This is an optimization exercise on Yosys and OpenROAD, whose aim is small area and a short achievable clock period, not a production implementation. No run shown here included a check of the RTL's function; only the layout flow was run.

## flow/design.v (module list and top-level ports; edited modules follow where they fit)
// module layer_blend: 101 lines
// module lb_rows_and_n: 260 lines
// module lb_rows_mux_p: 260 lines
// module lb_rows_mux_n: 260 lines
// module lb_fa: 4 lines
// module lb_ha: 4 lines
// module lb_han: 4 lines
// module lb_mx: 3 lines
// module lb_nd: 3 lines
module layer_blend #(
    parameter logic [23:0] BG_RGB    = 24'h000000,
    parameter logic        SYNC_IDLE = 1'b1
) (
    input  logic        clk,
    input  logic        rst,
    input  logic [31:0] color_rgba_top,
    input  logic [31:0] color_rgba_mid,
    input  logic [31:0] color_rgba_bot,
    input  logic        bright_in,
    input  logic        hsync_in,
    input  logic        vsync_in,
    output logic [23:0] rgb_out,
    output logic        bright_out,
    output logic        hsync_out,
    output logic        vsync_out
);
  // ...
==> flow/flow/run.sh <==
#!/bin/bash
set -euo pipefail
bash standard.sh SYNTH_CANONICALIZE_TCL="$PWD/flow/leafmap.tcl" finish > make.log 2>&1
==> flow/flow/leafmap.tcl <==
# Replace the design's leaf modules (full adders, inverted mux bits) by their cells.
techmap -map [file dirname [info script]]/leafmap.v
hierarchy -check -top $::env(DESIGN_NAME)
==> flow/flow/leafmap.v <==
// Map the design's leaf modules one-to-one onto sky130hd cells.
module lb_fa (input wire a, input wire b, input wire c, output wire s, output wire co);
    sky130_fd_sc_hd__fa_1 _TECHMAP_REPLACE_ (.A(a), .B(b), .CIN(c), .SUM(s), .COUT(co));
endmodule

module lb_ha (input wire a, input wire b, output wire s, output wire co);
    sky130_fd_sc_hd__ha_1 _TECHMAP_REPLACE_ (.A(a), .B(b), .SUM(s), .COUT(co));
endmodule

module lb_han (input wire a, input wire b, output wire s, output wire co);
    sky130_fd_sc_hd__xnor2_1 x (.A(a), .B(b), .Y(s));
    sky130_fd_sc_hd__or2_1 o (.A(a), .B(b), .X(co));
endmodule

module lb_mx (input wire sn, input wire f, input wire s, input wire b, output wire y);
    sky130_fd_sc_hd__o22ai_1 _TECHMAP_REPLACE_ (.A1(sn), .A2(f), .B1(s), .B2(b), .Y(y));
endmodule

module lb_nd (input wire a, input wire b, output wire y);
    sky130_fd_sc_hd__nand2_1 _TECHMAP_REPLACE_ (.A(a), .B(b), .Y(y));
endmodule
==> flow/standard.sh <==
#!/bin/bash
# synth_recipe.tcl (not shown) runs the flow's synth.tcl, then flattens the netlist and writes it again
# the make line also repeats each setting of config.mk as NAME=value (left out here)
make -C /OpenROAD-flow-scripts/flow DESIGN_CONFIG=/design/flow/config.mk WORK_HOME=/design/flow/orfs CLKGATE_MAP_FILE= SYNTH_SCRIPT=/design/flow/synth_recipe.tcl "${@:-finish}"
==> flow/config.mk <==
export PLATFORM = sky130hd
export DESIGN_NAME = layer_blend
export DESIGN_NICKNAME = layer_blend
export VERILOG_FILES = /design/flow/design.v
export SDC_FILE = /design/flow/constraint.sdc
export NUM_CORES = 4
export LEC_CHECK = 0
export CAP_MARGIN = 20
export CORE_MARGIN = 2
export CORE_UTILIZATION = 40
export SETUP_SLACK_MARGIN = 3.0
export SLEW_MARGIN = 20
==> flow/constraint.sdc <==
create_clock -name core_clock -period 8.0 [get_ports {clk}]
set_input_delay 1.6000 -clock core_clock [delete_from_list [all_inputs] [get_ports {clk}]]
set_output_delay 1.6000 -clock core_clock [all_outputs]
set_load 0.01 [all_outputs]
==> metrics.log, run 1 <==
[metrics] number of buffer and inverter stages on the critical path: 2
[metrics] Detailed Routing Iterations Pass 1: 5
[metrics] Crit path required time: 8430 ps
[metrics] Final setup violation count: 0
[metrics] layout sequential cell count: 241
[metrics] adder and majority gate portion of the synthesized area: 44.4%
[metrics] number of non-clock buffers: 165
[metrics] worst flop-to-flop path endpoint: s3_k_n_r[0]$_SDFF_PN0_
[metrics] minimum period implied by the final worst setup slack: 4860 ps
[metrics] # hold bufs at CTS: 0
[metrics] Critical Path, Cell by Cell: clkdlybuf4s50_1, buf_4, nand2_1, fa_1, fa_1, fa_1, nor2_1, nor3_1, a21oi_1, o31a_1, a31oi_1
[metrics] share of the clock period used by the worst path after layout: 60.8%
[metrics] Net Count, Synth: 2,448
[metrics] standard-cell rows: 82
[metrics] drt wl/cell: 19.3 µm
[metrics] post-synthesis xor/xnor area fraction: 3.86%
[metrics] number of tapcells: 672
[metrics] kind of start point of the critical path: input port
[metrics] dominant delay contributor by cell family on the critical path: adder cells
[metrics] Min Hold Slack: 324 ps
[metrics] clk sink count: 241
[metrics] Register Area: 4820 µm²
[metrics] reg-to-reg slack, setup: 3180 ps
[metrics] # fillers: 4,638
[metrics] run status: complete, no violations
[metrics] first-iteration detailed-routing DRC count: 1,103
[metrics] actual slew at the worst max-slew pin: 1120 ps
[metrics] area delta synth->final: 16.4%
[metrics] routing usage on met1: 26.5%
[metrics] Synth area leaders: sky130_fd_sc_hd__fa_1, sky130_fd_sc_hd__dfxtp_1, sky130_fd_sc_hd__o22ai_1
[metrics] non-filler cells, final: 2,759
[metrics] warning count from the yosys run: 1
[metrics] worst setup path startpoint: color_rgba_bot[7]
==> inputs of run 2 (changes only) <==
--- a/flow/config.mk
+++ b/flow/config.mk
@@ -10,3 +10,3 @@
 export CORE_UTILIZATION = 40
-export SETUP_SLACK_MARGIN = 3.0
+export SETUP_SLACK_MARGIN = 3.5
 export SLEW_MARGIN = 20
==> run 2 against run 1 <==
Compared with the run above: clock skew is 12 ps lower; sequential cell count stayed put; still clean on timing, DRC and antenna; synthesized area unchanged; register-to-register slack improved by 350 ps; cell area rose by 4.5%; first-iteration DRC count is 15% higher; sequential share of layout area shrank 0.87 points; largest cell class unchanged.
==> metrics.log, run 2 <==
[metrics] run status: complete, no violations (unchanged)
[metrics] overflow left after global routing: 0 (unchanged)
[metrics] floorplan core area: 50,300 µm² (unchanged)
[metrics] Routed Wire Length: 54,800 µm (was 53,200 µm)
[metrics] dpl ws: 2480 ps (was 2450 ps)
[metrics] Port Buffer Count: 127 (unchanged)
[metrics] Max-cap violations: 0 (unchanged)
[metrics] Ant. Diodes: 0 (unchanged)
[metrics] timing-limited maximum frequency: 224 MHz (was 206 MHz)
[metrics] setup skew after layout: 7.81 ps (was 19.4 ps)
[metrics] pin count of the biggest net entering global routing: 50 (unchanged)
[metrics] cts bufs inserted: 28 (unchanged)
[metrics] clk sink count: 241 (unchanged)
[metrics] total track usage: 20.6% (was 20.1%)
[metrics] most common cell in the netlist: sky130_fd_sc_hd__o22ai_1 (unchanged)
[metrics] via density per instance: 5.84 (was 5.85)
[metrics] cell taking the most area after synthesis: sky130_fd_sc_hd__fa_1 (unchanged)
[metrics] post-synthesis xor/xnor area fraction: 3.86% (unchanged)
[metrics] average footprint of a synthesized cell: 10.9 µm² (unchanged)
[metrics] fraction of layout cells with a size suffix above 1: 11.3% (was 4.84%)
[metrics] setup repair after global routing missed its margin: yes (unchanged)
[metrics] Post-synth top flop: sky130_fd_sc_hd__dfxtp_1 (unchanged)
[metrics] number of pins with negative max-slew slack in the final report: 0 (unchanged)
[metrics] # hold bufs at CTS: 0 (unchanged)
[metrics] actual slew at the worst max-slew pin: 1130 ps (was 1120 ps)
[metrics] most used standard cells in the synthesized netlist: sky130_fd_sc_hd__o22ai_1, sky130_fd_sc_hd__fa_1, sky130_fd_sc_hd__dfxtp_1 (unchanged)
[metrics] Detailed Routing Iterations Pass 1: 8 (was 5)
[metrics] post-detailed-route count of antenna-violating nets: 0 (unchanged)
[metrics] starting utilization of the core area: 40.6% (unchanged)
[metrics] via count of the first global-routing pass: 17,075 (was 17,078)
[metrics] fraction of the yosys area taken by sequential cells: 23.7% (unchanged)
[metrics] ys async rst share: 0% (unchanged)
[metrics] highest net fanout along the worst path: 9 (was 28)
[metrics] final-layout setup total negative slack: 0 ps (unchanged)
[metrics] drt wl/cell: 19.5 µm (was 19.3 µm)
[metrics] Compound-Gate Fraction of Synth Area: 18.1% (unchanged)
[metrics] minimum period implied by the final worst setup slack: 4470 ps (was 4860 ps)
[metrics] kind of start point of the critical path: register (was input port)
[metrics] Netlist Area Pre-Place: 20,400 µm² (unchanged)
[metrics] total of flip-flops plus latches after synthesis: 241 (unchanged)
[metrics] multiplexer share of the synthesized area: 0% (unchanged)
[metrics] clock insertion delay at the later pin of the skew report: 560 ps (was 570 ps)
[metrics] global-route wire length before repair: 89,400 µm (was 87,100 µm)
[metrics] Net Count, Synth: 2,448 (unchanged)
[metrics] number of antenna violations at the first check in global routing: 1 (unchanged)
[metrics] area delta synth->final: 21.6% (was 16.4%)
[metrics] Net count, final: 2,695 (was 2,638)
[metrics] die area: 52,800 µm² (unchanged)
[metrics] number of placed I/O pins: 128 (unchanged)
[metrics] first-iteration detailed-routing DRC count: 1,267 (was 1,103)
[metrics] number of synthesized flops with an enable pin: 0 (unchanged)
[metrics] relative slew slack: 24.9% (was 24.4%)
[metrics] Crit path required time: 8450 ps (was 8430 ps)
[metrics] top library cells by usage in the layout, fill and taps aside: sky130_fd_sc_hd__o22ai_1, sky130_fd_sc_hd__fa_1, sky130_fd_sc_hd__nand2_1, sky130_fd_sc_hd__dfxtp_1, sky130_fd_sc_hd__clkdlybuf4s50_1 (was sky130_fd_sc_hd__o22ai_1, sky130_fd_sc_hd__fa_1, sky130_fd_sc_hd__dfxtp_1, sky130_fd_sc_hd__nand2_1, sky130_fd_sc_hd__clkdlybuf4s50_1)
[metrics] leading registers by flop count: top_d1_r (32), top_d2_r (32), mid_rgb_n_r (24) (unchanged)
[metrics] DP HPWL: 38,500 µm (was 38,300 µm)
[metrics] Mapped Cells: 1,876 (unchanged)
[metrics] simple-gate share of the synthesized area: 8.27% (unchanged)
[metrics] CTS max path bufs: 3 (unchanged)
[metrics] element type at the critical path end: register (unchanged)
[metrics] setup ws final: 3530 ps (was 3140 ps)
[metrics] clock root buffer: sky130_fd_sc_hd__clkbuf_16 (unchanged)
[metrics] path type of the worst min-delay path: reg -> reg (unchanged)
[metrics] die extent in x: 230 µm (unchanged)
[metrics] DRC Markers: 0 (unchanged)
[metrics] # fillers: 4,609 (was 4,638)
[metrics] Via Count: 16,436 (was 16,139)
[metrics] post-synth top area share: 38.9% (unchanged)
[metrics] Synth area leaders: sky130_fd_sc_hd__fa_1, sky130_fd_sc_hd__dfxtp_1, sky130_fd_sc_hd__o22ai_1 (unchanged)
[metrics] warning count from the yosys run: 1 (unchanged)
[metrics] share of the clock period used by the worst path after layout: 55.8% (was 60.8%)
[metrics] standard-cell rows: 82 (unchanged)
[metrics] critical path class: reg -> reg (was in -> reg)
[metrics] H-Tree Depth: 1 (unchanged)
[metrics] Netlist cell types: 38 (unchanged)
[metrics] final number of hold-violating endpoints: 0 (unchanged)
[metrics] Reg clk slew, reported paths: 60 ps (was 50 ps)
[metrics] TritonCTS clock tree: built (unchanged)
[metrics] arrival time reported for the critical path endpoint: 4910 ps (was 5290 ps)
[metrics] combinational family with the most area after synthesis: adder cells (unchanged)
[metrics] Min Hold Slack: 325 ps (was 324 ps)
[metrics] floorplan die height: 230 µm (unchanged)
[metrics] Final setup violation count: 0 (unchanged)
[metrics] adder and majority gate portion of the synthesized area: 44.4% (unchanged)
[metrics] final estimated routing congestion in global placement: 0.892 (was 0.888)
[metrics] most common library cell in the layout ignoring fill and taps: sky130_fd_sc_hd__o22ai_1 (unchanged)
run 2: kinds of logic (layout without fill, tap and decap cells):
family                   count (synthesis)  count (layout)
flip-flops                             241             241
XOR/XNOR                                90              90
buffers and inverters                   93             361
AO/OA/AOI/OAI                          586             586
AND/OR/NAND/NOR                        377             377
adder cells (fa/ha/maj)                489             489
run 2: path summary, 6_finish.rpt:
path / startpoint / to / slack (ps) / cells after the start
worst max-delay path: s2_hx_r[8]$_DFF_P_ / s3_k_n_r[1]$_SDFF_PN0_ / 3530 / 12
worst min-delay path: top_d1_r[27]$_DFF_P_ / top_d2_r[27]$_DFF_P_ / 320 / 0
worst max register to register: s2_hx_r[8]$_DFF_P_ / s3_k_n_r[1]$_SDFF_PN0_ / 3530 / 12
worst min register to register: top_d1_r[27]$_DFF_P_ / top_d2_r[27]$_DFF_P_ / 320 / 0
run 2: area by class of cell:
cell class              count  area [µm²]  area share [%]
well taps                 672         841            3.39
repair buffers            222        2130            8.60
multi-input cells        1542       15700            63.3
clock buffers              35         778            3.14
flip-flops and latches    241        4830            19.5
clock inverters            16         184           0.741
inverters                  88         330            1.33
run 2: layer usage:
metal  part of all wire [%]  wire length (µm)  track usage [%]
met4                    2.5              1400             6.65
met2                     47             25600             33.9
met5                      0                 0                0
met1                     41             22700             27.9
met3                    9.3              5110             3.52
run 2: critical path: stages, from the launching register on:
cell and delay [ps]:
sky130_fd_sc_hd__dfxtp_1 300, sky130_fd_sc_hd__inv_1 50, sky130_fd_sc_hd__fa_1 400, sky130_fd_sc_hd__inv_1 100
sky130_fd_sc_hd__fa_2 210, sky130_fd_sc_hd__xor2_1 670, sky130_fd_sc_hd__o22ai_1 220, sky130_fd_sc_hd__or2_1 280
sky130_fd_sc_hd__fa_1 540, sky130_fd_sc_hd__fa_1 450, sky130_fd_sc_hd__fa_1 520, sky130_fd_sc_hd__maj3_1 380
sky130_fd_sc_hd__a22o_1 240
run 2: repair_timing:
item | 4_1_cts | 5_1_grt
cloned | 0 | 2
pin swaps | 15 | 59
setup endpoints to repair | 33 | 19
resized for setup | 62 | 83
setup buffers | 20 | 37
run 2: per-stage QoR:
step / area (µm²) / cells / util (%)
floorplan: 20400 / 1876 / -
global placement: 22800 / 2706 / 45.3
detailed placement: 22800 / 2706 / 45.3
CTS: 24100 / 2777 / 48.0
global route: 24800 / 2816 / 49.3
finish: 24800 / 2816 / 49.3
==> inputs of run 3 (changes only) <==
==> flow/flow/run.sh (replaced) <==
#!/bin/bash
set -euo pipefail
extra=()
if [[ -f flow/make.args ]]; then
  while IFS= read -r line; do [[ -n "$line" ]] && extra+=("$line"); done < flow/make.args
fi
bash standard.sh SYNTH_CANONICALIZE_TCL="$PWD/flow/leafmap.tcl" "${extra[@]}" finish > make.log 2>&1
==> flow/flow/make.args (new file) <==
BUFFER_PORTS_ARGS=-buffer_cell sky130_fd_sc_hd__buf_1
--- a/flow/config.mk
+++ b/flow/config.mk
@@ -10,2 +10,3 @@
 export CORE_UTILIZATION = 40
+export CTS_BUF_LIST = sky130_fd_sc_hd__clkbuf_4
 export SETUP_SLACK_MARGIN = 3.5
==> run 3 against run 2 <==
Compared with the run above: non-clock buffer count fell by 8; worst setup slack got worse by 4.3 ps; register-to-register slack barely moved; fmax barely moved; sequential share of layout area rose by 0.91 points; clock-buffer cell count rose by 54; highest routed layer unchanged.
==> metrics.log, run 3 <==
[metrics] run status: complete, no violations (unchanged)
[metrics] kind of start point of the critical path: register (unchanged)
[metrics] delay contributed by the slowest stage of the critical path: 510 ps (was 670 ps)
[metrics] die extent in x: 230 µm (unchanged)
[metrics] most used standard cells in the synthesized netlist: sky130_fd_sc_hd__o22ai_1, sky130_fd_sc_hd__fa_1, sky130_fd_sc_hd__dfxtp_1 (unchanged)
[metrics] pin count of the biggest net entering global routing: 50 (unchanged)
[metrics] standard-cell rows: 82 (unchanged)
[metrics] Finished Core Util: 47.1% (was 49.3%)
[metrics] # fillers: 4,728 (was 4,609)
[metrics] Detailed Routing Iterations Pass 1: 6 (was 8)
[metrics] path type of the worst min-delay path: reg -> reg (unchanged)
[metrics] setup skew after layout: 64.9 ps (was 7.81 ps)
[metrics] total track usage: 20.6% (about the same)
[metrics] Reg clk slew, reported paths: 60 ps (about the same)
[metrics] Net Count, Synth: 2,448 (unchanged)
[metrics] Via Count: 16,667 (was 16,436)
[metrics] most common cell in the netlist: sky130_fd_sc_hd__o22ai_1 (unchanged)
[metrics] Worst path depth: 13 (was 12)
[metrics] number of antenna violations at the first check in global routing: 1 (unchanged)
[metrics] DP HPWL: 38,000 µm (was 38,500 µm)
[metrics] number of pins with negative max-slew slack in the final report: 0 (unchanged)
[metrics] post-route cell area: 23,700 µm² (was 24,800 µm²)
[metrics] clock root buffer: sky130_fd_sc_hd__clkbuf_4 (was sky130_fd_sc_hd__clkbuf_16)
[metrics] setup repair after global routing missed its margin: yes (unchanged)
[metrics] cell taking the most area after synthesis: sky130_fd_sc_hd__fa_1 (unchanged)
[metrics] clock insertion delay at the later pin of the skew report: 760 ps (was 560 ps)
[metrics] worst flop-to-flop path endpoint: s3_k_n_r[0]$_SDFF_PN0_ (was s3_k_n_r[1]$_SDFF_PN0_)
[metrics] CTS max path bufs: 3 (unchanged)
[metrics] number of cells on the worst hold path: 0 (unchanged)
[metrics] Net count, final: 2,726 (was 2,695)
[metrics] cts bufs inserted: 67 (was 28)
[metrics] Synth area leaders: sky130_fd_sc_hd__fa_1, sky130_fd_sc_hd__dfxtp_1, sky130_fd_sc_hd__o22ai_1 (unchanged)
[metrics] final-layout setup total negative slack: 0 ps (unchanged)
[metrics] first-iteration detailed-routing DRC count: 1,363 (was 1,267)
[metrics] floorplan die height: 230 µm (unchanged)
[metrics] post-synth top area share: 38.9% (unchanged)
[metrics] worst-path cell with the longest stage delay: sky130_fd_sc_hd__fa_1 (was sky130_fd_sc_hd__xor2_1)
[metrics] share of the clock period used by the worst path after layout: 55.9% (was 55.8%)
[metrics] reg2reg start: s2_hx_r[1]$_DFF_P_ (was s2_hx_r[8]$_DFF_P_)
[metrics] post-detailed-route count of antenna-violating nets: 0 (unchanged)
[metrics] warning count from the yosys run: 1 (unchanged)
[metrics] fraction of layout cells with a size suffix above 1: 12.9% (was 11.3%)
[metrics] Final setup violation count: 0 (unchanged)
[metrics] setup ws final: 3530 ps (about the same)
[metrics] top library cells by usage in the layout, fill and taps aside: sky130_fd_sc_hd__o22ai_1, sky130_fd_sc_hd__fa_1, sky130_fd_sc_hd__nand2_1, sky130_fd_sc_hd__dfxtp_1, sky130_fd_sc_hd__buf_1 (was sky130_fd_sc_hd__o22ai_1, sky130_fd_sc_hd__fa_1, sky130_fd_sc_hd__nand2_1, sky130_fd_sc_hd__dfxtp_1, sky130_fd_sc_hd__clkdlybuf4s50_1)
[metrics] critical path class: reg -> reg (unchanged)
[metrics] overflow left after global routing: 0 (unchanged)
[metrics] Routed Wire Length: 54,200 µm (was 54,800 µm)
[metrics] element type at the critical path end: register (unchanged)
[metrics] starting utilization of the core area: 40.6% (unchanged)
[metrics] worst-case hold path end point: top_d2_r[3]$_DFF_P_ (was top_d2_r[27]$_DFF_P_)
[metrics] dpl ws: 3000 ps (was 2480 ps)
[metrics] Port Buffer Count: 127 (unchanged)
[metrics] actual slew at the worst max-slew pin: 1060 ps (was 1130 ps)
[metrics] reg-to-reg slack, setup: 3530 ps (about the same)
[metrics] floorplan core area: 50,300 µm² (unchanged)
[metrics] H-Tree Depth: 3 (was 1)
[metrics] dominant delay contributor by cell family on the critical path: adder cells (unchanged)
[metrics] instance area at placement: 22,000 µm² (was 22,800 µm²)
[metrics] TritonCTS clock tree: built (unchanged)
[metrics] hold path start: top_d1_r[3]$_DFF_P_ (was top_d1_r[27]$_DFF_P_)
[metrics] average footprint of a synthesized cell: 10.9 µm² (unchanged)
[metrics] via count of the first global-routing pass: 17,490 (was 17,075)
[metrics] Post-synth top flop: sky130_fd_sc_hd__dfxtp_1 (unchanged)
[metrics] clk sink count: 241 (unchanged)
[metrics] minimum period implied by the final worst setup slack: 4470 ps (about the same)
[metrics] via density per instance: 5.81 (was 5.84)
[metrics] DRC Markers: 0 (unchanged)
[metrics] number of buffer and inverter stages on the critical path: 0 (was 2)
[metrics] area delta synth->final: 16.2% (was 21.6%)
[metrics] fraction of the yosys area taken by sequential cells: 23.7% (unchanged)
[metrics] global-route wire length before repair: 89,000 µm (was 89,400 µm)
[metrics] total of flip-flops plus latches after synthesis: 241 (unchanged)
[metrics] Critical Path, Cell by Cell: ha_1, a21o_1, a21o_1, a21o_1, a21oi_1, xnor2_2, o22ai_1, fa_1, fa_1, fa_1, fa_1, maj3_1, a22o_1 (was inv_1, fa_1, inv_1, fa_2, xor2_1, o22ai_1, or2_1, fa_1, fa_1, fa_1, maj3_1, a22o_1)
[metrics] final number of hold-violating endpoints: 0 (unchanged)
[metrics] Netlist Area Pre-Place: 20,400 µm² (unchanged)
[metrics] worst-case reg-to-reg path depth: 13 (was 12)
[metrics] most common library cell in the layout ignoring fill and taps: sky130_fd_sc_hd__o22ai_1 (unchanged)
[metrics] drt wl/cell: 18.9 µm (was 19.5 µm)
[metrics] number of placed I/O pins: 128 (unchanged)
[metrics] relative slew slack: 29.3% (was 24.9%)
[metrics] leading registers by flop count: top_d1_r (32), top_d2_r (32), mid_rgb_n_r (24) (unchanged)
[metrics] Netlist cell types: 38 (unchanged)
[metrics] die area: 52,800 µm² (unchanged)
[metrics] timing-limited maximum frequency: 224 MHz (about the same)
[metrics] ys async rst share: 0% (unchanged)
[metrics] arrival time reported for the critical path endpoint: 5080 ps (was 4910 ps)
[metrics] highest net fanout along the worst path: 5 (was 9)
[metrics] Max-cap violations: 0 (unchanged)
[metrics] critical path's most frequent cell: sky130_fd_sc_hd__fa_1 (unchanged)
[metrics] number of synthesized flops with an enable pin: 0 (unchanged)
[metrics] final estimated routing congestion in global placement: 0.921 (was 0.892)
[metrics] Mapped Cells: 1,876 (unchanged)
[metrics] Crit path required time: 8610 ps (was 8450 ps)
run 3: worst register-to-register path: stages, from the launching register on:
cell                      delay (ps)
sky130_fd_sc_hd__dfxtp_1         330
sky130_fd_sc_hd__ha_1            300
sky130_fd_sc_hd__a21o_1          180
sky130_fd_sc_hd__a21o_1          210
sky130_fd_sc_hd__a21o_1          180
sky130_fd_sc_hd__a21oi_1         340
sky130_fd_sc_hd__xnor2_2         220
sky130_fd_sc_hd__o22ai_1         140
sky130_fd_sc_hd__fa_1            500
sky130_fd_sc_hd__fa_1            390
sky130_fd_sc_hd__fa_1            510
sky130_fd_sc_hd__fa_1            440
sky130_fd_sc_hd__maj3_1          360
sky130_fd_sc_hd__a22o_1          230
run 3: timing repair:
item	CTS	global route
endpoints found under the hold margin	0	0
hold buffers	0	0
gates resized for setup	31	76
endpoints found under the setup margin	21	29
setup buffers	8	45
pin swaps	7	46
run 3: logic make-up (layout without fill, tap and decap cells):
logic type	count (synthesis)	count (layout)	synth area share (%)
flops	241	241	23.7
buf+inv	93	412	1.71
fa+ha+maj	489	489	44.4
other cells	0	1	0
xor+xnor	90	90	3.86
simple gates	377	377	8.27
compound gates	586	586	18.1
run 3: metrics by stage:
stage / hold slack, ps / std cells
global route: 332 / 2868
finish: 319 / 2868
detailed placement: 313 / 2703
floorplan: 310 / 1876
CTS: 320 / 2821
global placement: 313 / 2703
run 3: area by class of cell:
| type | count | area, µm² | area share (%) |
|---|---|---|---|
| Sequential cell | 241 | 4830 | 20.4 |
| Timing Repair Buffer | 214 | 1160 | 4.88 |
| Clock buffer | 89 | 668 | 2.82 |
| Antenna cell | 1 | 2.50 | 0.0106 |
| Clock inverter | 21 | 111 | 0.470 |
| Inverter | 88 | 330 | 1.39 |
| Tap cell | 672 | 841 | 3.55 |
| Multi-Input combinational cell | 1542 | 15800 | 66.5 |
run 3: worst max-delay path by stage:
stage | to | from | slack, ps
floorplan | s3_k_n_r[1]$_SDFF_PN0_ | s2_hx_r[8]$_DFF_P_ | 3510
global placement | s1_k_n_r[2]$_DFF_P_ | color_rgba_bot[7] | 3050
detailed placement | s1_k_n_r[2]$_DFF_P_ | color_rgba_bot[7] | 3000
CTS | s3_k_n_r[1]$_SDFF_PN0_ | s2_hx_r[8]$_DFF_P_ | 3400
global route | s3_k_n_r[2]$_SDFF_PN0_ | s2_hx_r[16]$_DFF_P_ | 3350
finish | s3_k_n_r[0]$_SDFF_PN0_ | s2_hx_r[1]$_DFF_P_ | 3530
run 3: routing by layer:
layer / up-vias / wire (µm) / global-route usage (%)
met4: 0 / 1170 / 8.15
li1: 7381 / - / -
met3: 122 / 5300 / 4.55
met5: - / 0 / 0
met1: 8197 / 22900 / 27.8
met2: 967 / 24800 / 32.5
==> module layer_blend, before the edit <==
module layer_blend #(
    parameter logic [23:0] BG_RGB    = 24'h000000,
    parameter logic        SYNC_IDLE = 1'b1
) (
    input  logic        clk,
    input  logic        rst,
    input  logic [31:0] color_rgba_top,
    input  logic [31:0] color_rgba_mid,
    input  logic [31:0] color_rgba_bot,
    input  logic        bright_in,
    input  logic        hsync_in,
    input  logic        vsync_in,
    output logic [23:0] rgb_out,
    output logic        bright_out,
    output logic        hsync_out,
    output logic        vsync_out
);
    logic [23:0] s1_hx_n_r, s1_hy_n_r;    
    logic [2:0]  s1_k_n_r;
    logic [23:0] mid_rgb_n_r;             
    logic [7:0]  mid_a_r;
    logic [31:0] top_d1_r;
    logic [23:0] s2_hx_r, s2_hy_r;        
    logic [2:0]  s2_k_r;
    logic [31:0] top_d2_r;
    logic [23:0] s3_hx_n_r, s3_hy_n_r;    
    logic [2:0]  s3_k_n_r;
    logic [1:0]  bright_sr_r;
    logic [1:0]  hsync_sr_r;
    logic [1:0]  vsync_sr_r;
    logic [23:0] hx1_n, hy1_n, hx2, hy2, hx3_n, hy3_n;
    logic [2:0]  k1_n, k2, k3_n;
    logic [23:0] c1_n, c2, c3_n;
    always_comb begin
        for (int ch = 0; ch < 3; ch++) begin
            c1_n[8*ch +: 8] = s1_hx_n_r[8*ch +: 8] + s1_hy_n_r[8*ch +: 8] + {7'd0, s1_k_n_r[ch]};
            c2[8*ch +: 8]   = s2_hx_r[8*ch +: 8]   + s2_hy_r[8*ch +: 8]   + {7'd0, s2_k_r[ch]};
            c3_n[8*ch +: 8] = s3_hx_n_r[8*ch +: 8] + s3_hy_n_r[8*ch +: 8] + {7'd0, s3_k_n_r[ch]};
        end
    end
    genvar ch;
    generate
        for (ch = 0; ch < 3; ch++) begin : g_ch
            if (BG_RGB == 24'h000000) begin : g_black
                lb_rows_and_n u_b1 (.f(color_rgba_bot[8*ch+15:8*ch+8]), .a(color_rgba_bot[7:0]),
                               .hx(hx1_n[8*ch+7:8*ch]), .hy(hy1_n[8*ch+7:8*ch]), .k(k1_n[ch]));
            end else begin : g_colour
                lb_rows_mux_n u_b1 (.f(color_rgba_bot[8*ch+15:8*ch+8]), .b(BG_RGB[8*ch+7:8*ch]),
                               .a(color_rgba_bot[7:0]), .an(~color_rgba_bot[7:0]),
                               .hx(hx1_n[8*ch+7:8*ch]), .hy(hy1_n[8*ch+7:8*ch]), .k(k1_n[ch]));
            end
            lb_rows_mux_p u_b2 (.f(mid_rgb_n_r[8*ch+7:8*ch]), .b(c1_n[8*ch+7:8*ch]),
                           .a(mid_a_r), .an(~mid_a_r),
                           .hx(hx2[8*ch+7:8*ch]), .hy(hy2[8*ch+7:8*ch]), .k(k2[ch]));
            lb_rows_mux_n u_b3 (.f(top_d2_r[8*ch+15:8*ch+8]), .b(c2[8*ch+7:8*ch]),
                           .a(top_d2_r[7:0]), .an(~top_d2_r[7:0]),
                           .hx(hx3_n[8*ch+7:8*ch]), .hy(hy3_n[8*ch+7:8*ch]), .k(k3_n[ch]));
        end
    endgenerate
    always_ff @(posedge clk) begin
        s1_hx_n_r   <= hx1_n;
        s1_hy_n_r   <= hy1_n;
        s1_k_n_r    <= k1_n;
        mid_rgb_n_r <= ~color_rgba_mid[31:8];
        mid_a_r     <= color_rgba_mid[7:0];
        top_d1_r    <= color_rgba_top;
        s2_hx_r     <= hx2;
        s2_hy_r     <= hy2;
        s2_k_r      <= k2;
        top_d2_r    <= top_d1_r;
    end
    always_ff @(posedge clk) begin
        if (rst || !bright_sr_r[1]) begin
            s3_hx_n_r <= 24'hFFFFFF;
            s3_hy_n_r <= 24'h000000;
            s3_k_n_r  <= 3'b000;
        end else begin
            s3_hx_n_r <= hx3_n;
            s3_hy_n_r <= hy3_n;
            s3_k_n_r  <= k3_n;
        end
    end
    assign rgb_out = ~c3_n;
    always_ff @(posedge clk) begin
        if (rst) begin
            bright_sr_r <= 2'b00;
            hsync_sr_r  <= {2{SYNC_IDLE}};
            vsync_sr_r  <= {2{SYNC_IDLE}};
            bright_out  <= 1'b0;
            hsync_out   <= SYNC_IDLE;
            vsync_out   <= SYNC_IDLE;
        end else begin
            bright_sr_r <= {bright_sr_r[0], bright_in};
            hsync_sr_r  <= {hsync_sr_r[0], hsync_in};
            vsync_sr_r  <= {vsync_sr_r[0], vsync_in};
            bright_out  <= bright_sr_r[1];
            hsync_out   <= hsync_sr_r[1];
            vsync_out   <= vsync_sr_r[1];
        end
    end
endmodule
==> inputs of run 4 (changes only) <==
--- a/flow/design.v
+++ b/flow/design.v
@@ -32,10 +32,15 @@
     logic [2:0]  k1_n, k2, k3_n;
-    logic [23:0] c1_n, c2, c3_n;
-    always_comb begin
-        for (int ch = 0; ch < 3; ch++) begin
-            c1_n[8*ch +: 8] = s1_hx_n_r[8*ch +: 8] + s1_hy_n_r[8*ch +: 8] + {7'd0, s1_k_n_r[ch]};
-            c2[8*ch +: 8]   = s2_hx_r[8*ch +: 8]   + s2_hy_r[8*ch +: 8]   + {7'd0, s2_k_r[ch]};
-            c3_n[8*ch +: 8] = s3_hx_n_r[8*ch +: 8] + s3_hy_n_r[8*ch +: 8] + {7'd0, s3_k_n_r[ch]};
+    logic [23:0] c1_n, c2;
+    logic [23:0] rgb_s;
+    genvar ca;
+    generate
+        for (ca = 0; ca < 3; ca++) begin : g_add
+            lb_add8 u_a1 (.x({1'b0, s1_hx_n_r[8*ca +: 7]}), .y({1'b0, s1_hy_n_r[8*ca +: 7]}),
+                          .ci(s1_k_n_r[ca]), .s(c1_n[8*ca +: 8]));
+            lb_add8 u_a2 (.x({1'b0, s2_hx_r[8*ca +: 7]}), .y({1'b0, s2_hy_r[8*ca +: 7]}),
+                          .ci(s2_k_r[ca]), .s(c2[8*ca +: 8]));
+            lb_add8n u_a3 (.x({1'b0, s3_hx_n_r[8*ca +: 7]}), .y({1'b0, s3_hy_n_r[8*ca +: 7]}),
+                           .ci(s3_k_n_r[ca]), .s(rgb_s[8*ca +: 8]));
         end
-    end
+    endgenerate
     genvar ch;
@@ -73,5 +78,5 @@
         if (rst || !bright_sr_r[1]) begin
-            s3_hx_n_r <= 24'hFFFFFF;
-            s3_hy_n_r <= 24'h000000;
-            s3_k_n_r  <= 3'b000;
+            s3_hx_n_r <= 24'h7F7F7F;
+            s3_hy_n_r <= 24'h7F7F7F;
+            s3_k_n_r  <= 3'b111;
         end else begin
@@ -82,3 +87,3 @@
     end
-    assign rgb_out = ~c3_n;
+    assign rgb_out = rgb_s;
     always_ff @(posedge clk) begin
@@ -881,2 +886,182 @@
 endmodule
+module lb_add8 (input wire [7:0] x, input wire [7:0] y, input wire ci, output wire [7:0] s);
+    wire a1, a2;
+    lb_ha u_a1 (.a(x[0]), .b(y[0]), .s(a1), .co(a2));
+    wire a3, a4;
+    lb_ha u_a3 (.a(x[1]), .b(y[1]), .s(a3), .co(a4));
+    wire a5, a6;
+    lb_ha u_a5 (.a(x[2]), .b(y[2]), .s(a5), .co(a6));
+    wire a7, a8;
+    lb_ha u_a7 (.a(x[3]), .b(y[3]), .s(a7), .co(a8));
+    wire a9, a10;
+    lb_ha u_a9 (.a(x[4]), .b(y[4]), .s(a9), .co(a10));
+    wire a11, a12;
+    lb_ha u_a11 (.a(x[5]), .b(y[5]), .s(a11), .co(a12));
+    wire a13, a14;
+    lb_ha u_a13 (.a(x[6]), .b(y[6]), .s(a13), .co(a14));
+    wire a15;
+    lb_a21oi u_a15 (.a1(a1), .a2(ci), .b1(a2), .y(a15));
+    wire a16;
+    lb_a21oi u_a16 (.a1(a3), .a2(a2), .b1(a4), .y(a16));
+    wire a17;
+    lb_nand2 u_a17 (.a(a3), .b(a1), .y(a17));
+    wire a18;
+    lb_a21oi u_a18 (.a1(a5), .a2(a4), .b1(a6), .y(a18));
+    wire a19;
+    lb_nand2 u_a19 (.a(a5), .b(a3), .y(a19));
+    wire a20;
+    lb_a21oi u_a20 (.a1(a7), .a2(a6), .b1(a8), .y(a20));
+    wire a21;
+    lb_nand2 u_a21 (.a(a7), .b(a5), .y(a21));
+    wire a22;
+    lb_a21oi u_a22 (.a1(a9), .a2(a8), .b1(a10), .y(a22));
+    wire a23;
+    lb_nand2 u_a23 (.a(a9), .b(a7), .y(a23));
+    wire a24;
+    lb_a21oi u_a24 (.a1(a11), .a2(a10), .b1(a12), .y(a24));
+    wire a25;
+    lb_nand2 u_a25 (.a(a11), .b(a9), .y(a25));
+    wire a26;
+    lb_a21oi u_a26 (.a1(a13), .a2(a12), .b1(a14), .y(a26));
+    wire a27;
+    lb_nand2 u_a27 (.a(a13), .b(a11), .y(a27));
+    wire a28;
+    lb_inv u_a28 (.a(ci), .y(a28));
+    wire a29;
+    lb_o21ai u_a29 (.a1(a17), .a2(a28), .b1(a16), .y(a29));
+    wire a30;
+    lb_o21ai u_a30 (.a1(a19), .a2(a15), .b1(a18), .y(a30));
+    wire a31;
+    lb_o21ai u_a31 (.a1(a21), .a2(a16), .b1(a20), .y(a31));
+    wire a32;
+    lb_nor2 u_a32 (.a(a21), .b(a17), .y(a32));
+    wire a33;
+    lb_o21ai u_a33 (.a1(a23), .a2(a18), .b1(a22), .y(a33));
+    wire a34;
+    lb_nor2 u_a34 (.a(a23), .b(a19), .y(a34));
+    wire a35;
+    lb_o21ai u_a35 (.a1(a25), .a2(a20), .b1(a24), .y(a35));
+    wire a36;
+    lb_nor2 u_a36 (.a(a25), .b(a21), .y(a36));
+    wire a37;
+    lb_o21ai u_a37 (.a1(a27), .a2(a22), .b1(a26), .y(a37));
+    wire a38;
+    lb_nor2 u_a38 (.a(a27), .b(a23), .y(a38));
+    wire a39;
+    lb_inv u_a39 (.a(a15), .y(a39));
+    wire a40;
+    lb_a21oi u_a40 (.a1(a32), .a2(ci), .b1(a31), .y(a40));
+    wire a41;
+    lb_a21oi u_a41 (.a1(a34), .a2(a39), .b1(a33), .y(a41));
+    wire a42;
+    lb_a21oi u_a42 (.a1(a36), .a2(a29), .b1(a35), .y(a42));
+    wire a43;
+    lb_a21oi u_a43 (.a1(a38), .a2(a30), .b1(a37), .y(a43));
+    wire a44;
+    lb_xor2 u_a44 (.a(a1), .b(ci), .y(a44));
+    wire a45;
+    lb_xnor2 u_a45 (.a(a3), .b(a15), .y(a45));
+    wire a46;
+    lb_xor2 u_a46 (.a(a5), .b(a29), .y(a46));
+    wire a47;
+    lb_xor2 u_a47 (.a(a7), .b(a30), .y(a47));
+    wire a48;
+    lb_xnor2 u_a48 (.a(a9), .b(a40), .y(a48));
+    wire a49;
+    lb_xnor2 u_a49 (.a(a11), .b(a41), .y(a49));
+    wire a50;
+    lb_xnor2 u_a50 (.a(a13), .b(a42), .y(a50));
+    wire a51;
+    lb_inv u_a51 (.a(a43), .y(a51));
+    assign s = {a51, a50, a49, a48, a47, a46, a45, a44};
+endmodule
+module lb_add8n (input wire [7:0] x, input wire [7:0] y, input wire ci, output wire [7:0] s);
+    wire a1, a2;
+    lb_ha u_a1 (.a(x[0]), .b(y[0]), .s(a1), .co(a2));
+    wire a3, a4;
+    lb_ha u_a3 (.a(x[1]), .b(y[1]), .s(a3), .co(a4));
+    wire a5, a6;
+    lb_ha u_a5 (.a(x[2]), .b(y[2]), .s(a5), .co(a6));
+    wire a7, a8;
+    lb_ha u_a7 (.a(x[3]), .b(y[3]), .s(a7), .co(a8));
+    wire a9, a10;
+    lb_ha u_a9 (.a(x[4]), .b(y[4]), .s(a9), .co(a10));
+    wire a11, a12;
+    lb_ha u_a11 (.a(x[5]), .b(y[5]), .s(a11), .co(a12));
+    wire a13, a14;
+    lb_ha u_a13 (.a(x[6]), .b(y[6]), .s(a13), .co(a14));
+    wire a15;
+    lb_a21oi u_a15 (.a1(a1), .a2(ci), .b1(a2), .y(a15));
+    wire a16;
+    lb_a21oi u_a16 (.a1(a3), .a2(a2), .b1(a4), .y(a16));
+    wire a17;
+    lb_nand2 u_a17 (.a(a3), .b(a1), .y(a17));
+    wire a18;
+    lb_a21oi u_a18 (.a1(a5), .a2(a4), .b1(a6), .y(a18));
+    wire a19;
+    lb_nand2 u_a19 (.a(a5), .b(a3), .y(a19));
+    wire a20;
+    lb_a21oi u_a20 (.a1(a7), .a2(a6), .b1(a8), .y(a20));
+    wire a21;
+    lb_nand2 u_a21 (.a(a7), .b(a5), .y(a21));
+    wire a22;
+    lb_a21oi u_a22 (.a1(a9), .a2(a8), .b1(a10), .y(a22));
+    wire a23;
+    lb_nand2 u_a23 (.a(a9), .b(a7), .y(a23));
+    wire a24;
+    lb_a21oi u_a24 (.a1(a11), .a2(a10), .b1(a12), .y(a24));
+    wire a25;
+    lb_nand2 u_a25 (.a(a11), .b(a9), .y(a25));
+    wire a26;
+    lb_a21oi u_a26 (.a1(a13), .a2(a12), .b1(a14), .y(a26));
+    wire a27;
+    lb_nand2 u_a27 (.a(a13), .b(a11), .y(a27));
+    wire a28;
+    lb_inv u_a28 (.a(ci), .y(a28));
+    wire a29;
+    lb_o21ai u_a29 (.a1(a17), .a2(a28), .b1(a16), .y(a29));
+    wire a30;
+    lb_o21ai u_a30 (.a1(a19), .a2(a15), .b1(a18), .y(a30));
+    wire a31;
+    lb_o21ai u_a31 (.a1(a21), .a2(a16), .b1(a20), .y(a31));
+    wire a32;
+    lb_nor2 u_a32 (.a(a21), .b(a17), .y(a32));
+    wire a33;
+    lb_o21ai u_a33 (.a1(a23), .a2(a18), .b1(a22), .y(a33));
+    wire a34;
+    lb_nor2 u_a34 (.a(a23), .b(a19), .y(a34));
+    wire a35;
+    lb_o21ai u_a35 (.a1(a25), .a2(a20), .b1(a24), .y(a35));
+    wire a36;
+    lb_nor2 u_a36 (.a(a25), .b(a21), .y(a36));
+    wire a37;
+    lb_o21ai u_a37 (.a1(a27), .a2(a22), .b1(a26), .y(a37));
+    wire a38;
+    lb_nor2 u_a38 (.a(a27), .b(a23), .y(a38));
+    wire a39;
+    lb_inv u_a39 (.a(a15), .y(a39));
+    wire a40;
+    lb_a21oi u_a40 (.a1(a32), .a2(ci), .b1(a31), .y(a40));
+    wire a41;
+    lb_a21oi u_a41 (.a1(a34), .a2(a39), .b1(a33), .y(a41));
+    wire a42;
+    lb_a21oi u_a42 (.a1(a36), .a2(a29), .b1(a35), .y(a42));
+    wire a43;
+    lb_a21oi u_a43 (.a1(a38), .a2(a30), .b1(a37), .y(a43));
+    wire a44;
+    lb_xnor2 u_a44 (.a(a1), .b(ci), .y(a44));
+    wire a45;
+    lb_xor2 u_a45 (.a(a3), .b(a15), .y(a45));
+    wire a46;
+    lb_xnor2 u_a46 (.a(a5), .b(a29), .y(a46));
+    wire a47;
+    lb_xnor2 u_a47 (.a(a7), .b(a30), .y(a47));
+    wire a48;
+    lb_xor2 u_a48 (.a(a9), .b(a40), .y(a48));
+    wire a49;
+    lb_xor2 u_a49 (.a(a11), .b(a41), .y(a49));
+    wire a50;
+    lb_xor2 u_a50 (.a(a13), .b(a42), .y(a50));
+    assign s = {a43, a50, a49, a48, a47, a46, a45, a44};
+endmodule
 module lb_fa (input wire a, input wire b, input wire c, output wire s, output wire co);
@@ -896,2 +1081,23 @@
 endmodule
+module lb_a21oi (input wire a1, input wire a2, input wire b1, output wire y);
+    assign y = ~((a1 & a2) | b1);
+endmodule
+module lb_o21ai (input wire a1, input wire a2, input wire b1, output wire y);
+    assign y = ~((a1 | a2) & b1);
+endmodule
+module lb_nand2 (input wire a, input wire b, output wire y);
+    assign y = ~(a & b);
+endmodule
+module lb_nor2 (input wire a, input wire b, output wire y);
+    assign y = ~(a | b);
+endmodule
+module lb_inv (input wire a, output wire y);
+    assign y = ~a;
+endmodule
+module lb_xor2 (input wire a, input wire b, output wire y);
+    assign y = a ^ b;
+endmodule
+module lb_xnor2 (input wire a, input wire b, output wire y);
+    assign y = ~(a ^ b);
+endmodule
 module lb_nd (input wire a, input wire b, output wire y);
--- a/flow/flow/leafmap.v
+++ b/flow/flow/leafmap.v
@@ -21 +21,29 @@
 endmodule
+
+module lb_a21oi (input wire a1, input wire a2, input wire b1, output wire y);
+    sky130_fd_sc_hd__a21oi_1 _TECHMAP_REPLACE_ (.A1(a1), .A2(a2), .B1(b1), .Y(y));
+endmodule
+
+module lb_o21ai (input wire a1, input wire a2, input wire b1, output wire y);
+    sky130_fd_sc_hd__o21ai_0 _TECHMAP_REPLACE_ (.A1(a1), .A2(a2), .B1(b1), .Y(y));
+endmodule
+
+module lb_nand2 (input wire a, input wire b, output wire y);
+    sky130_fd_sc_hd__nand2_1 _TECHMAP_REPLACE_ (.A(a), .B(b), .Y(y));
+endmodule
+
+module lb_nor2 (input wire a, input wire b, output wire y);
+    sky130_fd_sc_hd__nor2_1 _TECHMAP_REPLACE_ (.A(a), .B(b), .Y(y));
+endmodule
+
+module lb_inv (input wire a, output wire y);
+    sky130_fd_sc_hd__inv_1 _TECHMAP_REPLACE_ (.A(a), .Y(y));
+endmodule
+
+module lb_xor2 (input wire a, input wire b, output wire y);
+    sky130_fd_sc_hd__xor2_1 _TECHMAP_REPLACE_ (.A(a), .B(b), .X(y));
+endmodule
+
+module lb_xnor2 (input wire a, input wire b, output wire y);
+    sky130_fd_sc_hd__xnor2_1 _TECHMAP_REPLACE_ (.A(a), .B(b), .Y(y));
+endmodule
--- a/flow/config.mk
+++ b/flow/config.mk
@@ -10,3 +10,2 @@
 export CORE_UTILIZATION = 40
-export CTS_BUF_LIST = sky130_fd_sc_hd__clkbuf_4
 export SETUP_SLACK_MARGIN = 3.5
removed: flow/flow/make.args
==> run 4 against run 3 <==
Compared with the run above: worst setup slack improved by 100 ps; largest cell class unchanged; clock-buffer cell count fell by 57; sequential cell count is 1 lower; hold slack gained 1.2 ps; critical path depth shrank 4; critical path type is now in -> reg; still clean on timing, DRC and antenna.
==> metrics.log, run 4 <==
[metrics] run status: complete, no violations (unchanged)
[metrics] total track usage: 21.2% (was 20.6%)
[metrics] average footprint of a synthesized cell: 10.3 µm² (was 10.9 µm²)
[metrics] final estimated routing congestion in global placement: 0.874 (was 0.921)
[metrics] die area: 54,200 µm² (was 52,800 µm²)
[metrics] final-layout setup total negative slack: 0 ps (unchanged)
[metrics] floorplan die height: 233 µm (was 230 µm)
[metrics] number of placed I/O pins: 128 (unchanged)
[metrics] top library cells by usage in the layout, fill and taps aside: sky130_fd_sc_hd__o22ai_1, sky130_fd_sc_hd__fa_1, sky130_fd_sc_hd__nand2_1, sky130_fd_sc_hd__dfxtp_1, sky130_fd_sc_hd__a21oi_1 (was sky130_fd_sc_hd__o22ai_1, sky130_fd_sc_hd__fa_1, sky130_fd_sc_hd__nand2_1, sky130_fd_sc_hd__dfxtp_1, sky130_fd_sc_hd__buf_1)
[metrics] path type of the worst min-delay path: reg -> reg (unchanged)
[metrics] instance area at placement: 23,100 µm² (was 22,000 µm²)
[metrics] Net count, final: 2,785 (was 2,726)
[metrics] minimum period implied by the final worst setup slack: 4370 ps (was 4470 ps)
[metrics] setup skew after layout: 32.8 ps (was 64.9 ps)
[metrics] element type at the critical path end: register (unchanged)
[metrics] cts bufs inserted: 28 (was 67)
[metrics] via density per instance: 5.96 (was 5.81)
[metrics] warning count from the yosys run: 1 (unchanged)
[metrics] H-Tree Depth: 1 (was 3)
[metrics] fraction of the yosys area taken by sequential cells: 23.0% (was 23.7%)
[metrics] Via Count: 17,410 (was 16,667)
[metrics] drt wl/cell: 19.5 µm (was 18.9 µm)
[metrics] Post-synth top flop: sky130_fd_sc_hd__dfxtp_1 (unchanged)
[metrics] clk sink count: 240 (was 241)
[metrics] area delta synth->final: 17.4% (was 16.2%)
[metrics] overflow left after global routing: 0 (unchanged)
[metrics] highest net fanout along the worst path: 24 (was 5)
[metrics] clock insertion delay at the later pin of the skew report: 580 ps (was 760 ps)
[metrics] Detailed Routing Iterations Pass 1: 6 (unchanged)
[metrics] number of pins with negative max-slew slack in the final report: 0 (unchanged)
[metrics] arrival time reported for the critical path endpoint: 4800 ps (was 5080 ps)
[metrics] # hold bufs at CTS: 0 (unchanged)
[metrics] global-route wire length before repair: 93,400 µm (was 89,000 µm)
[metrics] relative slew slack: 33.0% (was 29.3%)
[metrics] setup repair after global routing missed its margin: yes (unchanged)
[metrics] clock root buffer: sky130_fd_sc_hd__clkbuf_16 (was sky130_fd_sc_hd__clkbuf_4)
[metrics] post-synth top area share: 36.2% (was 38.9%)
[metrics] share of the clock period used by the worst path after layout: 54.6% (was 55.9%)
[metrics] Port Buffer Count: 127 (unchanged)
[metrics] Routed Wire Length: 56,900 µm (was 54,200 µm)
[metrics] hold path start: top_d1_r[25]$_DFF_P_ (was top_d1_r[3]$_DFF_P_)
[metrics] Final setup violation count: 0 (unchanged)
[metrics] reg2reg start: g_add[0].u_a1.x[3]$_DFF_P_ (was s2_hx_r[1]$_DFF_P_)
[metrics] CTS max path bufs: 3 (unchanged)
[metrics] number of synthesized flops with an enable pin: 0 (unchanged)
[metrics] DRC Markers: 0 (unchanged)
[metrics] kind of start point of the critical path: input port (was register)
[metrics] Crit path required time: 8430 ps (was 8610 ps)
[metrics] leading registers by flop count: top_d1_r (32), top_d2_r (32), mid_rgb_n_r (24) (unchanged)
[metrics] die extent in x: 233 µm (was 230 µm)
[metrics] Synth area leaders: sky130_fd_sc_hd__fa_1, sky130_fd_sc_hd__dfxtp_1, sky130_fd_sc_hd__o22ai_1 (unchanged)
[metrics] Mapped Cells: 2,037 (was 1,876)
[metrics] total of flip-flops plus latches after synthesis: 240 (was 241)
[metrics] actual slew at the worst max-slew pin: 1000 ps (was 1060 ps)
[metrics] fraction of layout cells with a size suffix above 1: 7.13% (was 12.9%)
[metrics] Netlist cell types: 35 (was 38)
[metrics] timing-limited maximum frequency: 229 MHz (was 224 MHz)
[metrics] post-route cell area: 24,600 µm² (was 23,700 µm²)
[metrics] DP HPWL: 41,900 µm (was 38,000 µm)
[metrics] number of antenna violations at the first check in global routing: 0 (was 1)
[metrics] most used standard cells in the synthesized netlist: sky130_fd_sc_hd__o22ai_1, sky130_fd_sc_hd__fa_1, sky130_fd_sc_hd__nand2_1 (was sky130_fd_sc_hd__o22ai_1, sky130_fd_sc_hd__fa_1, sky130_fd_sc_hd__dfxtp_1)
[metrics] TritonCTS clock tree: built (unchanged)
[metrics] first-iteration detailed-routing DRC count: 1,612 (was 1,363)
[metrics] Netlist Area Pre-Place: 20,900 µm² (was 20,400 µm²)
[metrics] standard-cell rows: 83 (was 82)
[metrics] starting utilization of the core area: 40.6% (about the same)
[metrics] worst setup path startpoint: color_rgba_bot[1] (was s2_hx_r[1]$_DFF_P_)
[metrics] final number of hold-violating endpoints: 0 (unchanged)
[metrics] Ant. Diodes: 0 (was 1)
[metrics] most common cell in the netlist: sky130_fd_sc_hd__o22ai_1 (unchanged)
[metrics] post-detailed-route count of antenna-violating nets: 0 (unchanged)
[metrics] Max-cap violations: 0 (unchanged)
[metrics] cell taking the most area after synthesis: sky130_fd_sc_hd__fa_1 (unchanged)
[metrics] Reg clk slew, reported paths: 60 ps (about the same)
[metrics] pin count of the biggest net entering global routing: 50 (unchanged)
[metrics] Net Count, Synth: 2,600 (was 2,448)
[metrics] most common library cell in the layout ignoring fill and taps: sky130_fd_sc_hd__o22ai_1 (unchanged)
[metrics] floorplan core area: 51,500 µm² (was 50,300 µm²)
[metrics] critical path class: in -> reg (was reg -> reg)
[metrics] ys async rst share: 0% (unchanged)
[metrics] via count of the first global-routing pass: 18,129 (was 17,490)
-- run 4: cells by family (layout without fill, tap and decap cells) --
family                   count (synthesis)  after routing  share of synthesized area, %
adder cells (fa/ha/maj)                462            462                          41.2
buffers and inverters                   99            305                          2.21
AND/OR/NAND/NOR                        444            444                          9.36
AO/OA/AOI/OAI                          687            687                          19.9
XOR/XNOR                               105            105                          4.40
flip-flops                             240            240                          23.0
-- run 4: final cells by class --
type / instances / area, µm²
clock buffer: 32 / 746
fill: 4911 / 26900
tap: 680 / 851
inverter: 70 / 263
clock inverter: 19 / 254
timing repair buffer: 184 / 1730
multi-input combinational: 1698 / 15900
sequential: 240 / 4810
-- run 4: path summary, 6_finish.rpt --
| check | endpoint | slack (ps) | depth (start not counted) |
|---|---|---|---|
| max | s1_k_n_r[2]$_DFF_P_ | 3630 | 9 |
| min | top_d2_r[25]$_DFF_P_ | 320 | 0 |
| max reg2reg | s2_k_r[0]$_DFF_P_ | 3690 | 14 |
| min reg2reg | top_d2_r[25]$_DFF_P_ | 320 | 0 |
-- run 4: critical path, cell delays in order --
cell and delay (ps):
sky130_fd_sc_hd__clkdlybuf4s18_2 540, sky130_fd_sc_hd__nand2_1 150, sky130_fd_sc_hd__fa_1 490, sky130_fd_sc_hd__fa_1 390, sky130_fd_sc_hd__fa_1 510, sky130_fd_sc_hd__fa_1 470, sky130_fd_sc_hd__o21ai_0 200, sky130_fd_sc_hd__nor4_1 60
sky130_fd_sc_hd__or3_1 380
-- run 4: per-layer routing --
metal  wire length (µm)  up-vias  track usage [%]  share of wire (%)
met5                  0        -                0                  0
met4               1630        0             6.93                2.9
met3               4940      142             3.21                8.7
met2              26700      911             35.1                 47
met1              23600     8604             28.5                 41
li1                   -     7753                -                  -
-- run 4: what timing repair did --
action / in CTS / in global routing
setup buffers: 2 / 18
resized for setup: 24 / 58
pin swaps: 2 / 10
cloned: 0 / 0
setup endpoints to repair: 8 / 9
-- run 4: through the flow --
step	setup WS [ps]	instances	hold slack (ps)	util [%]
after floorplan	3710	2037	310	-
after global placement	2510	2852	312	44.9
after detailed placement	2400	2852	312	44.9
after CTS	3490	2905	322	47.0
after global routing	3450	2923	327	47.7
final	3630	2923	321	47.7

-- separate check: timing with driven ports --
The results above use ideal ports. As a check the final layouts listed here were re-extracted and re-timed, cells and wires unchanged. Step 1 sets driving cells, clkbuf_16 on the clock port and buf_2 on the other inputs (assumed; they add their load-dependent delay and slew). Step 2 moves the port delays by t, midway between the first and last clock arrival at a register: inputs arrive t later, outputs are due t later. That takes back most of the time a late clock gives input paths. Slacks: ideal / step 1 / step 2; pairs: ideal / step 1.
run | t, ns | setup slack, ns | worst setup path at the end
run 1 | 0.615 | 3.140 / 3.171 / 2.557 | input to register
run 2 | 0.604 | 3.534 / 3.534 / 3.084 | input to register
run 3 | 0.786 | 3.530 / 3.530 / 3.009 | input to register
run 4 | 0.616 | 3.632 / 3.657 / 3.041 | input to register
After both steps every run listed still meets setup and hold. The setup slack of run 4, which loses most, moves by +0.025 ns with the drivers and by -0.591 ns with both steps.
